Context: an optimization exercise on an open-source flow, tuned for a short achievable clock period and few clock cycles per item. The choices shown serve that exercise and are no tape-out recipe.
Function was checked by simulation only, so behaviour that the tests miss may differ from the original.

File: run.sh
#!/bin/bash
# synth_recipe.tcl (not shown) runs the flow's synth.tcl, then flattens the netlist and writes it again
# the make line also repeats each setting of config.mk as NAME=value (left out here)
make -C /OpenROAD-flow-scripts/flow DESIGN_CONFIG=/design/flow/config.mk WORK_HOME=/design/flow/orfs CLKGATE_MAP_FILE= SYNTH_SCRIPT=/design/flow/synth_recipe.tcl finish
File: config.mk
export PLATFORM = sky130hd
export DESIGN_NAME = mips
export DESIGN_NICKNAME = mips
export VERILOG_FILES = /design/flow/design.v
export SDC_FILE = /design/flow/constraint.sdc
export NUM_CORES = 4
export LEC_CHECK = 0
export CAP_MARGIN = 20
export CORE_MARGIN = 2
export CORE_UTILIZATION = 40
export SLEW_MARGIN = 20
File: constraint.sdc
create_clock -name core_clock -period 9.0 [get_ports {clk}]
set_input_delay 1.8000 -clock core_clock [delete_from_list [all_inputs] [get_ports {clk}]]
set_output_delay 1.8000 -clock core_clock [all_outputs]
set_load 0.01 [all_outputs]
File: design.v
`default_nettype none
package mips_decls_p;
   typedef enum logic [5:0] {
      OP_RTYPE = 6'b000000,
      OP_J     = 6'b000010,
      OP_BEQ   = 6'b000100,
      OP_ADDI  = 6'b001000,
      OP_LW    = 6'b100011,
      OP_SW    = 6'b101011
   } opcode_t;
   typedef enum logic [5:0] {
      F_ADD = 6'b100000,
      F_SUB = 6'b100010,
      F_AND = 6'b100100,
      F_OR  = 6'b100101,
      F_SLT = 6'b101010
   } funct_t;
   typedef enum logic [2:0] {
      ALU_AND = 3'b000,
      ALU_OR  = 3'b001,
      ALU_ADD = 3'b010,
      ALU_SUB = 3'b110,
      ALU_SLT = 3'b111
   } alu_op_t;
   typedef enum logic [3:0] {
      S_FETCH,
      S_DECODE,
      S_MEMADR,
      S_MEMRD,
      S_MEMWB,
      S_MEMWR,
      S_EXECUTE,
      S_ALUWB,
      S_BRANCH,
      S_ADDIEX,
      S_ADDIWB,
      S_JUMP
   } state_t;
endpackage
`default_nettype wire
`timescale 1ns/1ps
`default_nettype none
import mips_decls_p::*;
module alu (
   input  logic [32-1:0]    a,
   input  logic [32-1:0]    b,
   input  mips_decls_p::alu_op_t f,
   output logic [32-1:0]    y,
   output logic                  zero
);
   always_comb begin
      case (f)
         ALU_AND: y = a & b;
         ALU_OR:  y = a | b;
         ALU_ADD: y = a + b;
         ALU_SUB: y = a - b;
         ALU_SLT: y = ($signed(a) < $signed(b)) ? 32'(1) : '0;
         default: y = '0;
      endcase
   end
   assign zero = (y == '0);
endmodule
`default_nettype wire
`timescale 1ns/1ps
`default_nettype none
import mips_decls_p::*;
module regfile (
   input  logic               clk,
   input  logic               we,
   input  logic [5-1:0] ra1,
   input  logic [5-1:0] ra2,
   input  logic [5-1:0] wa,
   input  logic [32-1:0] wd,
   output logic [32-1:0] rd1,
   output logic [32-1:0] rd2
);
   logic [32-1:0] regs [2**5];
   always_ff @(posedge clk) begin
      if (we && (wa != '0))
         regs[wa] <= wd;
   end
   assign rd1 = (ra1 == '0) ? '0 : regs[ra1];
   assign rd2 = (ra2 == '0) ? '0 : regs[ra2];
endmodule
`default_nettype wire
`timescale 1ns/1ps
`default_nettype none
import mips_decls_p::*;
module datapath (
   input  logic                  clk,
   input  logic                  rst,
   input  logic                  pcen,
   input  logic                  irwrite,
   input  logic                  regwrite,
   input  logic                  alusrca,
   input  logic                  iord,
   input  logic                  memtoreg,
   input  logic                  regdst,
   input  logic [1:0]            alusrcb,
   input  logic [1:0]            pcsrc,
   input  mips_decls_p::alu_op_t alucontrol,
   output logic [5:0]            opcode,
   output logic [5:0]            funct,
   output logic                  zero,
   output logic [32-1:0]    adr,
   output logic [32-1:0]    writedata,
   input  logic [32-1:0]    readdata
);
   logic [32-1:0] pc;
   logic [32-1:0] instr;
   logic [32-1:0] data;
   logic [32-1:0] a_reg;
   logic [32-1:0] b_reg;
   logic [32-1:0] aluout;
   logic [32-1:0] pcnext;
   logic [32-1:0] rd1;
   logic [32-1:0] rd2;
   logic [32-1:0] regresult;
   logic [32-1:0] srca;
   logic [32-1:0] srcb;
   logic [32-1:0] aluresult;
   logic [32-1:0] signimm;
   logic [32-1:0] pcjump;
   logic [5-1:0] writereg;
   assign opcode    = instr[31:26];
   assign funct     = instr[5:0];
   assign signimm   = {{(32-16){instr[15]}}, instr[15:0]};
   assign pcjump    = {pc[32-1:28], instr[25:0], 2'b00};
   assign writedata = b_reg;
   always_ff @(posedge clk) begin
      if (rst) begin
         pc    <= 32'(0);
         instr <= '0;
      end else begin
         if (pcen)
            pc <= pcnext;
         if (irwrite)
            instr <= readdata;
      end
   end
   always_ff @(posedge clk) begin
      if (rst) begin
         data   <= '0;
         a_reg  <= '0;
         b_reg  <= '0;
         aluout <= '0;
      end else begin
         data   <= readdata;
         a_reg  <= rd1;
         b_reg  <= rd2;
         aluout <= aluresult;
      end
   end
   assign adr       = iord ? aluout : pc;
   assign writereg  = regdst ? instr[15:11] : instr[20:16];
   assign regresult = memtoreg ? data : aluout;
   assign srca      = alusrca ? a_reg : pc;
   always_comb begin
      case (alusrcb)
         2'b00:   srcb = b_reg;
         2'b01:   srcb = 32'(4);
         2'b10:   srcb = signimm;
         default: srcb = {signimm[32-3:0], 2'b00};    
      endcase
   end
   always_comb begin
      case (pcsrc)
         2'b01:   pcnext = aluout;
         2'b10:   pcnext = pcjump;
         default: pcnext = aluresult;
      endcase
   end
   regfile u_rf (
      .clk (clk),
      .we  (regwrite),
      .ra1 (instr[25:21]),
      .ra2 (instr[20:16]),
      .wa  (writereg),
      .wd  (regresult),
      .rd1 (rd1),
      .rd2 (rd2)
   );
   alu u_alu (
      .a    (srca),
      .b    (srcb),
      .f    (alucontrol),
      .y    (aluresult),
      .zero (zero)
   );
endmodule
`default_nettype wire
`timescale 1ns/1ps
`default_nettype none
import mips_decls_p::*;
module controller (
   input  logic                  clk,
   input  logic                  rst,
   input  logic [5:0]            opcode,
   input  logic [5:0]            funct,
   input  logic                  zero,
   output logic                  pcen,
   output logic                  irwrite,
   output logic                  regwrite,
   output logic                  memwrite,
   output logic                  alusrca,
   output logic                  iord,
   output logic                  memtoreg,
   output logic                  regdst,
   output logic [1:0]            alusrcb,
   output logic [1:0]            pcsrc,
   output mips_decls_p::alu_op_t alucontrol
);
   mips_decls_p::state_t  state;
   mips_decls_p::state_t  state_next;
   logic    pcwrite;
   logic    branch;
   mips_decls_p::alu_op_t funct_op;
   always_ff @(posedge clk) begin
      if (rst)
         state <= S_FETCH;
      else
         state <= state_next;
   end
   always_comb begin
      case (state)
         S_FETCH:  state_next = S_DECODE;
         S_DECODE: begin
            case (opcode)
               OP_LW,
               OP_SW:    state_next = S_MEMADR;
               OP_RTYPE: state_next = S_EXECUTE;
               OP_BEQ:   state_next = S_BRANCH;
               OP_ADDI:  state_next = S_ADDIEX;
               OP_J:     state_next = S_JUMP;
               default:  state_next = S_FETCH;
            endcase
         end
         S_MEMADR: state_next = (opcode == OP_LW) ? S_MEMRD :
                                (opcode == OP_SW) ? S_MEMWR : S_FETCH;
         S_MEMRD:   state_next = S_MEMWB;
         S_EXECUTE: state_next = S_ALUWB;
         S_ADDIEX:  state_next = S_ADDIWB;
         default:   state_next = S_FETCH;
      endcase
   end
   always_comb begin
      case (funct)
         F_SUB:   funct_op = ALU_SUB;
         F_AND:   funct_op = ALU_AND;
         F_OR:    funct_op = ALU_OR;
         F_SLT:   funct_op = ALU_SLT;
         default: funct_op = ALU_ADD;
      endcase
   end
   always_comb begin
      pcwrite    = 1'b0;
      branch     = 1'b0;
      irwrite    = 1'b0;
      regwrite   = 1'b0;
      memwrite   = 1'b0;
      alusrca    = 1'b0;
      iord       = 1'b0;
      memtoreg   = 1'b0;
      regdst     = 1'b0;
      alusrcb    = 2'b00;
      pcsrc      = 2'b00;
      alucontrol = ALU_ADD;
      case (state)
         S_FETCH: begin
            irwrite = 1'b1;
            pcwrite = 1'b1;
            alusrcb = 2'b01;
         end
         S_DECODE: alusrcb = 2'b11;
         S_MEMADR, S_ADDIEX: begin
            alusrca = 1'b1;
            alusrcb = 2'b10;
         end
         S_MEMRD: iord = 1'b1;
         S_MEMWB: begin
            regwrite = 1'b1;
            memtoreg = 1'b1;
         end
         S_MEMWR: begin
            iord     = 1'b1;
            memwrite = 1'b1;
         end
         S_EXECUTE: begin
            alusrca    = 1'b1;
            alucontrol = funct_op;
         end
         S_ALUWB: begin
            regwrite = 1'b1;
            regdst   = 1'b1;
         end
         S_BRANCH: begin
            alusrca    = 1'b1;
            alucontrol = ALU_SUB;
            pcsrc      = 2'b01;
            branch     = 1'b1;
         end
         S_ADDIWB: regwrite = 1'b1;
         S_JUMP: begin
            pcwrite = 1'b1;
            pcsrc   = 2'b10;
         end
         default: ;
      endcase
   end
   assign pcen = pcwrite | (branch & zero);
endmodule
`default_nettype wire
`timescale 1ns/1ps
`default_nettype none
import mips_decls_p::*;
module mips (
   input  logic               clk,
   input  logic               rst,
   output logic [32-1:0] adr,
   output logic [32-1:0] writedata,
   output logic               memwrite,
   input  logic [32-1:0] readdata
);
   logic       pcen;
   logic       irwrite;
   logic       regwrite;
   logic       alusrca;
   logic       iord;
   logic       memtoreg;
   logic       regdst;
   logic [1:0] alusrcb;
   logic [1:0] pcsrc;
   mips_decls_p::alu_op_t alucontrol;
   logic [5:0] opcode;
   logic [5:0] funct;
   logic       zero;
   controller u_controller (
      .clk        (clk),
      .rst        (rst),
      .opcode     (opcode),
      .funct      (funct),
      .zero       (zero),
      .pcen       (pcen),
      .irwrite    (irwrite),
      .regwrite   (regwrite),
      .memwrite   (memwrite),
      .alusrca    (alusrca),
      .iord       (iord),
      .memtoreg   (memtoreg),
      .regdst     (regdst),
      .alusrcb    (alusrcb),
      .pcsrc      (pcsrc),
      .alucontrol (alucontrol)
   );
   datapath u_datapath (
      .clk        (clk),
      .rst        (rst),
      .pcen       (pcen),
      .irwrite    (irwrite),
      .regwrite   (regwrite),
      .alusrca    (alusrca),
      .iord       (iord),
      .memtoreg   (memtoreg),
      .regdst     (regdst),
      .alusrcb    (alusrcb),
      .pcsrc      (pcsrc),
      .alucontrol (alucontrol),
      .opcode     (opcode),
      .funct      (funct),
      .zero       (zero),
      .adr        (adr),
      .writedata  (writedata),
      .readdata   (readdata)
   );
endmodule
`default_nettype wire
==> summary.txt <==
## area by class of cell
class                           instances  area, um^2
Antenna cell                            3        7.51
Clock buffer                          156        3260
Clock inverter                         69         932
Fill cell                           13200       82900
Inverter                              106         398
Multi-Input combinational cell       2383       24900
Sequential cell                      1220       34700
Tap cell                             2030        2540
Timing Repair Buffer                  192        1750
## cell usage after synthesis (19+ instances only)
cell,count,share of area
a211oi_1,50,0.0062
a21oi_1,200,0.016
a221oi_1,74,0.011
buf_1,68,0.0042
buf_2,28,0.0023
clkbuf_1,202,0.012
dfxtp_1,196,0.065
edfxtp_1,1024,0.51
ha_1,106,0.022
inv_1,103,0.0064
mux2_2,144,0.027
mux2i_1,181,0.030
mux4_2,502,0.19
nand2_1,207,0.013
nand3_1,30,0.0025
nor2_1,226,0.014
nor2b_1,46,0.0047
nor3_1,40,0.0033
nor4_1,20,0.0021
o21ai_0,59,0.0049
o21ai_1,29,0.0024
o21ai_2,19,0.0027
o221ai_1,37,0.0053
o22ai_1,61,0.0063
o31ai_1,19,0.0023
## stage by stage
| step | setup slack [ns] | area, um^2 | utilization | cells |
|---|---|---|---|---|
| floorplan | 3.61 | 60900 | - | 4018 |
| global placement | 1.94 | 64300 | 0.425 | 5931 |
| detailed placement | 1.88 | 64300 | 0.425 | 5931 |
| CTS | 1.84 | 68500 | 0.452 | 6156 |
| global route | 1.51 | 68500 | 0.452 | 6156 |
| finish | 1.87 | 68500 | 0.452 | 6159 |
## routing by layer
layer  up-vias  GRT usage
li1      16200          -
met1     20600      0.351
met2      2138      0.409
met3       341     0.0458
met4        12     0.0765
met5         -          0
## worst max-delay path by stage
| stage | to | slack [ns] | cells past startpoint |
|---|---|---|---|
| after global routing | u_datapath.pc[4]$_SDFFE_PP0P_ | 1.51 | 19 |
| after detailed placement | u_datapath.pc[17]$_SDFFE_PP0P_ | 1.88 | 20 |
| final | u_datapath.pc[4]$_SDFFE_PP0P_ | 1.87 | 19 |
| after global placement | u_datapath.pc[22]$_SDFFE_PP0P_ | 1.94 | 20 |
| after CTS | u_datapath.pc[17]$_SDFFE_PP0P_ | 1.84 | 20 |
| after floorplan | u_datapath.pc[26]$_SDFFE_PP0P_ | 3.61 | 23 |
## logic make-up after synthesis
logic type / share of synthesized area
adders and majority gates: 0.0225
buffers and inverters: 0.0274
muxes: 0.243
xor gates and xnor gates: 0.00317
DFF: 0.571
AOI/OAI and AO/OA: 0.0818
other: 0.0000617
and+or+nand+nor: 0.0520
## report_power, final
group,internal [mW],switching (mW),total (mW)
Combinational,4.08,6.50,10.6
Clock,3.13,2.22,5.35
Sequential,6.99,0.740,7.73
Total,14.2,9.46,23.7
## cell usage in the layout (no fill, tap or decap), types with 15 or more instances in the layout
| cell | synthesis | routed |
|---|---|---|
| edfxtp_1 | 1024 | 1024 |
| mux4_2 | 502 | 502 |
| nand2_1 | 207 | 206 |
| a21oi_1 | 200 | 200 |
| nor2_1 | 226 | 196 |
| dfxtp_1 | 196 | 186 |
| mux2i_1 | 181 | 181 |
| mux2_2 | 144 | 144 |
| clkbuf_16 | 0 | 120 |
| ha_1 | 106 | 105 |
| inv_1 | 103 | 103 |
| clkdlybuf4s50_1 | 0 | 97 |
| buf_4 | 4 | 90 |
| a221oi_1 | 74 | 74 |
| o22ai_1 | 61 | 61 |
| o21ai_0 | 59 | 59 |
| a211oi_1 | 50 | 50 |
| nor2b_1 | 46 | 44 |
| nor3_1 | 40 | 37 |
| o221ai_1 | 37 | 37 |
| conb_1 | 1 | 32 |
| nand3_1 | 30 | 30 |
| nor2_4 | 0 | 30 |
| o21ai_1 | 29 | 29 |
| clkbuf_1 | 202 | 24 |
| bufinv_16 | 0 | 20 |
| nor4_1 | 20 | 19 |
| o21ai_2 | 19 | 19 |
| clkinv_2 | 0 | 19 |
| nand2b_1 | 18 | 18 |
| o31ai_1 | 19 | 17 |
| a21o_1 | 17 | 17 |
| a211o_1 | 17 | 17 |
| xnor2_1 | 16 | 16 |
| a22o_1 | 16 | 16 |
| o211ai_1 | 15 | 15 |
| nand4_1 | 15 | 15 |
## worst max-delay path: cells and delay by family, from the launching register on
kind	cells	cell delay [ns]
compound gates	4	1.97
fa+ha+maj	1	0.45
simple gates	10	2.80
buf+inv	2	0.30
flops	1	0.57
mux	2	0.81
==> flow_summary.ini <==
[hold_path]
hold_start = u_datapath.pc[8]$_SDFFE_PP0P_
hold_depth = 2
min_to = u_datapath.pc[8]$_SDFFE_PP0P_
min_path_type = reg -> reg

[sta]
final.setup_skew_ns = 0.0429
finalCriticalPeriod_ns = 7.13
hold_viol = 0
final_max_slew_viol_count = 0
rsz0062_at_grt = no
worst_pin_slew_ns = 1.09
timing.hold.ws_ns = 0.477
fin_tns_setup_ns = 0
setup_viol = 0
finalCritPeriodShare = 0.792
fmax_mhz = 140
relSlewSlack = 0.269

[worst_setup_path]
cp_slowest_stage_delay_ns = 0.71
r2r_start = u_controller.state[0]$_SDFF_PP0_
slowest_stage = nand2_2
worstSetupStartpoint = u_controller.state[0]$_SDFF_PP0_
timing.rr.end = u_datapath.pc[4]$_SDFFE_PP0P_
critPathMaxFanout = 27
reg2regPathDepth = 19
r2r_setup_slack_ns = 1.87
setup.worst_path.end_class = flop
worstSetupStartpointType = flop
path_cells = inv_1 -> nand2_1 -> or2_2 -> o21a_2 -> mux2i_1 -> inv_1 -> ha_1 -> nor4_1 -> nand4_1 -> a21oi_1 -> nor4_1 -> nor3_1 -> mux2_2 -> a211oi_1 -> nand2_1 -> nor4_2 -> nand4_1 -> nand2_2 -> o21ai_0
crit_type = reg -> reg
worstPathRequired_ns = 9.61
arrival_ns = 7.74

[pwr]
totalPowerFinal_mw = 23.7
powerDensity_nw_per_um2 = 346
leakagePower_nw = 22.2
ir_drop_v = 0.000177

[placement]
place.gp.congestion = 0.946
portBuffers = 98
dp_hpwl_um = 122000

[clock_network]
cts_resized = 0
tritoncts = yes
cts.path.max_buffers = 3
cts_hold_buf = 0
cts_sinks = 1220
cts_root_buffer = clkbuf_16
clk_pin_slew_ns = 0.06
postCtsSetupBuffers = 0
clock_latency_ns = 0.77
cts_inserted_buffers = 119
htree_levels = 3

[cells_and_area]
largest_reg_flops = 1024
largest-register = u_datapath.u_rf.regs
syn_to_final_growth_pct = 12.7
layout.nets = 4164
drive_gt1_frac = 0.252

[die]
coreArea_um2 = 151000
fp.dieW_um = 394
fp.dieH_um = 394
start_util = 0.401
rows = 143
die_area_um2 = 155000
ioPinCount = 99

[global_route]
grt_pass1_wl_um = 284000
antenna_found_initial = 7
grt_usage = 0.254
grt_overflow = 0
grt_max_degree = 105
grt_pass1_vias = 38300

[logic_synthesis]
ys_seq_area_frac = 0.571
synth_ff_type = edfxtp_1
ys_seq_elements = 1220
yosysUniqueCellTypes = 95
synthCells = 3987
async_flop_share = 0
synth_edf_count = 1024
syn_area_um2 = 60800
syn_area_per_cell_um2 = 15.2
yosys_warnings = 4

[routing]
topRoutingLayerUsed = met5
dr_wl_met3_um = 18800
ant_nets = 0
viasPerCell = 6.38
wl_met2_um = 95600
wirelength_um = 201000
vias = 39300
drt_iter0_markers = 4697
post-route-drc-count = 0
wl_per_cell_um = 32.6
first_pass_iters = 10
wl_met1_um = 80300

[run_status]
status = no timing/DRC/antenna violations

[flow_run]
drv_cap = 0
Testbench counts, summed over its fixed seeds: cycles 66,833, instrs 16,759.

-- what the ideal ports hide --
The results above use ideal ports. As a check the final layout listed here was re-extracted and re-timed, cells and wires unchanged.
Step 1 sets driving cells, clkbuf_16 on the clock port and buf_2 on the other inputs (assumed; they add their load-dependent delay and slew).
Step 2, shift: input delay + t, output delay - t, t = (earliest + latest rising clock arrival at the registers) / 2. This alone moves slack from input paths to output paths.
Three values: no drivers, after step 1, after step 2; two values: the first two.
shift t [ns]: 0.835
slack for setup (ns): 1.874 / 1.874 / 1.874
slew at the worst register clock pin (ns): 0.07 / 0.07
pins driven straight from the clock port: 1
After both steps setup and hold are still met in this run. For this run, drivers alone change the setup slack by 0.000 ns; drivers and shift together by 0.000 ns.
